Background: an optimization exercise with open tools, aiming at a short achievable clock period and few clock cycles. Do not read the settings as production practice.
Only simulation tests tie the RTL to the original design; equivalence was not proved.

==> flow/design.v, too long to show whole: its modules and the start of the top module <==
// module conv_ctrl: 19 lines
// module window_fetch: 158 lines
// module conv_mac: 13891 lines
// module maxpool_unit: 71 lines
// module conv_top: 65 lines
module conv_top #(
  parameter int img_side_log2 = 6
) (
  input  logic        clk,
  input  logic        reset,
  input  logic        ready,
  input  logic [19:0] idata,
  input  logic [19:0] cdata_rd,
  output logic        busy,
  output logic [11:0] iaddr,
  output logic [2:0]  csel,
  output logic        cwr,
  output logic [11:0] caddr_wr,
  output logic [19:0] cdata_wr,
  output logic        crd,
  output logic [11:0] caddr_rd
);
  // ...
==> flow/flow/run.sh <==
#!/bin/bash
# The standard layout (the standard.sh: standard synthesis, floorplan,
# placement, CTS, routing, finish), with the resizer's setup repair aimed at
# a slack margin instead of zero. The SDC is the standard flow's, unchanged.
set -euo pipefail
bash standard.sh SETUP_SLACK_MARGIN=11.3 finish > standard_flow.log 2>&1
==> flow/standard.sh <==
#!/bin/bash
# synth_recipe.tcl (not shown) runs the flow's synth.tcl, then flattens the netlist and writes it again
# the make line also repeats each setting of config.mk as NAME=value (left out here)
make -C /OpenROAD-flow-scripts/flow DESIGN_CONFIG=/design/flow/config.mk WORK_HOME=/design/flow/orfs CLKGATE_MAP_FILE= SYNTH_SCRIPT=/design/flow/synth_recipe.tcl "${@:-finish}"
==> flow/config.mk <==
export PLATFORM = sky130hd
export DESIGN_NAME = conv_top
export DESIGN_NICKNAME = conv_top
export VERILOG_FILES = /design/flow/design.v
export SDC_FILE = /design/flow/constraint.sdc
export NUM_CORES = 4
export LEC_CHECK = 0
export CAP_MARGIN = 20
export CORE_MARGIN = 2
export CORE_UTILIZATION = 50
export SLEW_MARGIN = 20
==> flow/constraint.sdc <==
create_clock -name core_clock -period 15.0 [get_ports {clk}]
set_input_delay 3.0000 -clock core_clock [delete_from_list [all_inputs] [get_ports {clk}]]
set_output_delay 3.0000 -clock core_clock [all_outputs]
set_load 0.01 [all_outputs]
==> flow_summary.toml, run 1 <==
[layout]
final_cell_mix = "inv_1 (1982), fa_1 (1872), dfxtp_1 (1186), edfxtp_1 (475), mux2_2 (273)"
synthToLayoutAreaGrowth_pct = 12.5
final_nets = 9747
largest_reg_flops = 180
final-instance-count-excl-fill = 10300
nClkBuffers = 273

[clock_network]
clk_pin_slew_ps = 60
cts_resized = 258
clock_latency_ps = 870

[grt]
met3_usage = 0.154
grt_max_degree = 82

[synthesis]
syn_area_per_cell_um2 = 13.6
synth_ff_type = "dfxtp_1"
synth_compound_area_frac = 0.0166
seq_area_frac_synth = 0.413
synth.area.top_cells = "fa_1 (39%), dfxtp_1 (25%), edfxtp_1 (15%)"
synth-seq-cells = 1753
synth_common_cells = "inv_1 (2011), fa_1 (1882), dfxtp_1 (1233)"
synthSimpleGateAreaFrac = 0.0296
synth_mux_area_frac = 0.0336

[timing]
holdWs_ps = 351
hold_viol_final = 0
max_slew_margin = 0.162
setup-tns-final_ps = 0

[place]
dp_slack_ps = 10360
placed_cell_area_um2 = 102000

[detailed_routing]
route.met3.wl_um = 49300
route.detailed.drc = 0
dr_wl_met2_um = 142000

[setup_path]
critPathKind = "reg2out"
cp_num_cells = 1
cp_num_buf_inv = 1
rrSetupSlack_ps = 11210

[floorplan]
fp.dieW_um = 445

[worst_hold_path]
hold_depth = 0

[job]
max-cap-violations = 0

[outcome]
run_status = "no timing/DRC/antenna violations"
Testbench counts, summed over its fixed seeds: cycles 164,096.
==> run 2, diff against run 1 <==
--- a/flow/config.mk
+++ b/flow/config.mk
@@ -9,3 +9,5 @@
 export CORE_MARGIN = 2
-export CORE_UTILIZATION = 50
+export CORE_UTILIZATION = 60
+export CTS_CLUSTER_DIAMETER = 100
+export CTS_CLUSTER_SIZE = 30
 export SLEW_MARGIN = 20
==> run 2 against run 1 <==
Effect of this change:
- area after synthesis is the same
- clock-buffer cell count shrank 167
- via count shrank 0.44%
- first-iteration DRC count grew 6.8%
- register-to-register slack gained 40 ps
- clock skew grew 7.1 ps
- hold slack gained 14 ps
- wire length shrank 4.3%
- still clean
- utilization grew 8.5 points
- design area shrank 4.2%
- synthesized cell count is the same
==> flow_summary.toml, run 2 <==
[outcome]
run_status = "no timing/DRC/antenna violations"

[timing]
clock_skew_ps = 48.5
worst_pin_slew_ps = 1310
rsz0062_at_grt = "yes"
timing.final.ws_setup_ps = 10690
max_freq_mhz = 232
hold_viol_final = 0
setup-tns-final_ps = 0
final_max_slew_viol_count = 0
layout_min_cycle_time_ps = 4310
fin_crit_sh = 0.287
max_slew_margin = 0.128
finalSetupViolations = 0

[detailed_routing]
topRoutingLayerUsed = "met5"
postRouteAntennaNets = 0
dr_total_vias = 54400
wl_met1_um = 127000
routed_via_density = 5.61
first_pass_iters = 5
drt_iter0_drc = 7067
drt-total-wl_um = 335000
dr_wl_met2_um = 135000
route.detailed.drc = 0
post_drt_wl_per_cell_um = 34.6
route.met3.wl_um = 53700

[floorplan]
rows = 147
die_area_um2 = 165000
start_util = 0.605
io_pins = 105
die_y_um = 406
core_area_um2 = 161000
fp.dieW_um = 406

[layout]
final_common_cell = "inv_1"
final_cell_mix = "inv_1 (1983), fa_1 (1874), dfxtp_1 (1183), edfxtp_1 (475), mux2_2 (273)"
final_nets = 9621
synthToLayoutAreaGrowth_pct = 7.77
largest_reg_flops = 180
fillers = 12100
largest_register = "u_fetch.window"
layout-drive-gt1-share = 0.106

[clock_network]
clock_latency_ps = 780
cts_root_buf = "clkbuf_16"
clk_pin_slew_ps = 110
cts.sink_count = 1753
cts_buffers = 73
h-tree-depth = 3
cts_tree = "done"
clk_path_buf_depth = 3

[synthesis]
ys_warn_count = 4
synth_cell_types = 69
ys_async_sr_fraction = 0.0257
synth_top_area_frac = 0.388
syn_area_um2 = 97100
synth-seq-cells = 1753
syn_area_per_cell_um2 = 13.6
yosysTopAreaCell = "fa_1"
synth_ff_type = "dfxtp_1"
synth.area.top_cells = "fa_1 (39%), dfxtp_1 (25%), edfxtp_1 (15%)"
yosys.cell_count.top_type = "inv_1"
synth_common_cells = "inv_1 (2011), fa_1 (1882), dfxtp_1 (1233)"
syn_inst = 7140
synth_edf_count = 475
seq_area_frac_synth = 0.413

[setup_path]
cp_num_buf_inv = 1
end_kind = "primary output"
required_ps = 12000
path_cells = "buf_6"
start_kind = "register"
cp_num_cells = 1
critPathKind = "reg2out"
crit_slowest_cell = "dfrtp_1"
worst-endpoint-arrival_ps = 1310
cp_top_family = "flip-flops"
cp_max_fo = 2
reg2regPathDepth = 7
slowest_delay_ps = 410

[grt]
grt_max_degree = 82
first_global_vias = 56200
grt_overflow = 0
grt_usage = 0.419
grt_pass1_wl_um = 452000
antenna_found_initial = 40

[worst_hold_path]
min_path_type = "reg2reg"
hold_depth = 0

[place]
routabilityCongestion = 1.10
hpwl_um = 266000
port-buffer-count = 70
dp_slack_ps = 10650

[job]
max-cap-violations = 0
==> run 2: cell type report <==
type / instances / area, um^2 / share of cell area
Timing Repair Buffer: 329 / 2540 / 0.0242
Inverter: 2011 / 7640 / 0.0731
Sequential cell: 1753 / 40200 / 0.384
Clock inverter: 22 / 364 / 0.00348
Clock buffer: 106 / 1960 / 0.0187
Tap cell: 2160 / 2700 / 0.0258
Antenna cell: 18 / 45.0 / 0.000431
Multi-Input combinational cell: 3293 / 49200 / 0.470
==> run 2: stage by stage <==
stage | hold slack [ps] | instances | util | area [um^2]
after floorplan | 331 | 7153 | - | 97100
after global placement | 332 | 9461 | 0.632 | 101000
after detailed placement | 341 | 9462 | 0.632 | 101000
after CTS | 367 | 9640 | 0.648 | 104000
after global routing | 377 | 9676 | 0.651 | 105000
final | 365 | 9692 | 0.651 | 105000
==> run 2: worst paths after layout <==
check	slack (ps)	start	to
setup / recovery	10690	u_ctrl.busy$_DFFE_PP0P_	busy
hold / removal	360	u_fetch.l1$_DFF_PP0_	u_fetch.win_valid$_DFF_PP0_
setup reg to reg	11250	u_fetch.window[7]$_DFF_P_	u_mac.c1_r227$_DFF_P_
hold reg to reg	360	u_fetch.l1$_DFF_PP0_	u_fetch.win_valid$_DFF_PP0_
max in group asynchronous	11660	reset	u_pool.w1$_DFF_PP0_
min in group asynchronous	2780	reset	u_ctrl.start$_DFF_PP0_
==> run 2: cell families after synthesis <==
group | count (synthesis) | share of synthesized area
buffers and inverters | 2107 | 0.0821
XOR/XNOR | 72 | 0.00669
AND/OR/NAND/NOR | 531 | 0.0296
multiplexers | 292 | 0.0336
AO/OA/AOI/OAI | 267 | 0.0166
adder cells (fa/ha/maj) | 2117 | 0.418
flip-flops | 1753 | 0.413
other | 1 | 0.0000386
==> run 2: worst reg2reg max path, delay by kind of cell, from the launching register on <==
| family | cells | cell delay, ps |
|---|---|---|
| buf+inv | 3 | 500 |
| flops | 1 | 690 |
| fa+ha+maj | 4 | 2500 |
==> run 2: repair_timing <==
action | 4_1_cts | 5_1_grt
endpoints found under the hold margin | 0 | 0
setup buffers | 50 | 34
gates resized for setup | 244 | 58
pin swaps | 6 | 9
hold buffers | 0 | 0
setup endpoints to repair | 192 | 71
==> run 2: layer usage <==
metal  vias to the layer above  track usage
met4                        30        0.194
met1                     28400        0.565
li1                      21500            -
met5                         -      0.00535
met3                       765        0.214
met2                      3668        0.564

## afterwards: timing with drivers on the ports
Ports are ideal in the flow. The routed layouts listed here were re-timed in OpenROAD. Step 1 (the two cells are an assumption about what drives the block):
set clk [get_ports {clk}]
set_driving_cell -lib_cell sky130_fd_sc_hd__clkbuf_16 $clk
set_driving_cell -lib_cell sky130_fd_sc_hd__buf_2 [delete_from_list [all_inputs] $clk]
Step 2 times the ports against the registers' clock, not the clock port: input delays grow and output delays shrink by t, the midpoint of the rising clock arrivals with the driver on. Slacks: ideal / step 1 / step 2; pairs: ideal / step 1.
| run | t, ns | setup WS [ns] | worst setup path at the end | slew at the worst register clock pin (ns) | cell pins on the clock port's net |
|---|---|---|---|---|---|
| run 1 | 0.939 | 10.645 / 10.550 / 10.832 | input, reset recovery | 0.08 / 0.08 | 1 |
| run 2 | 0.837 | 10.693 / 10.607 / 10.885 | input, reset recovery | 0.12 / 0.12 | 1 |
After both steps every run listed still meets setup and hold. The worst setup slack also covers recovery checks on asynchronous resets.
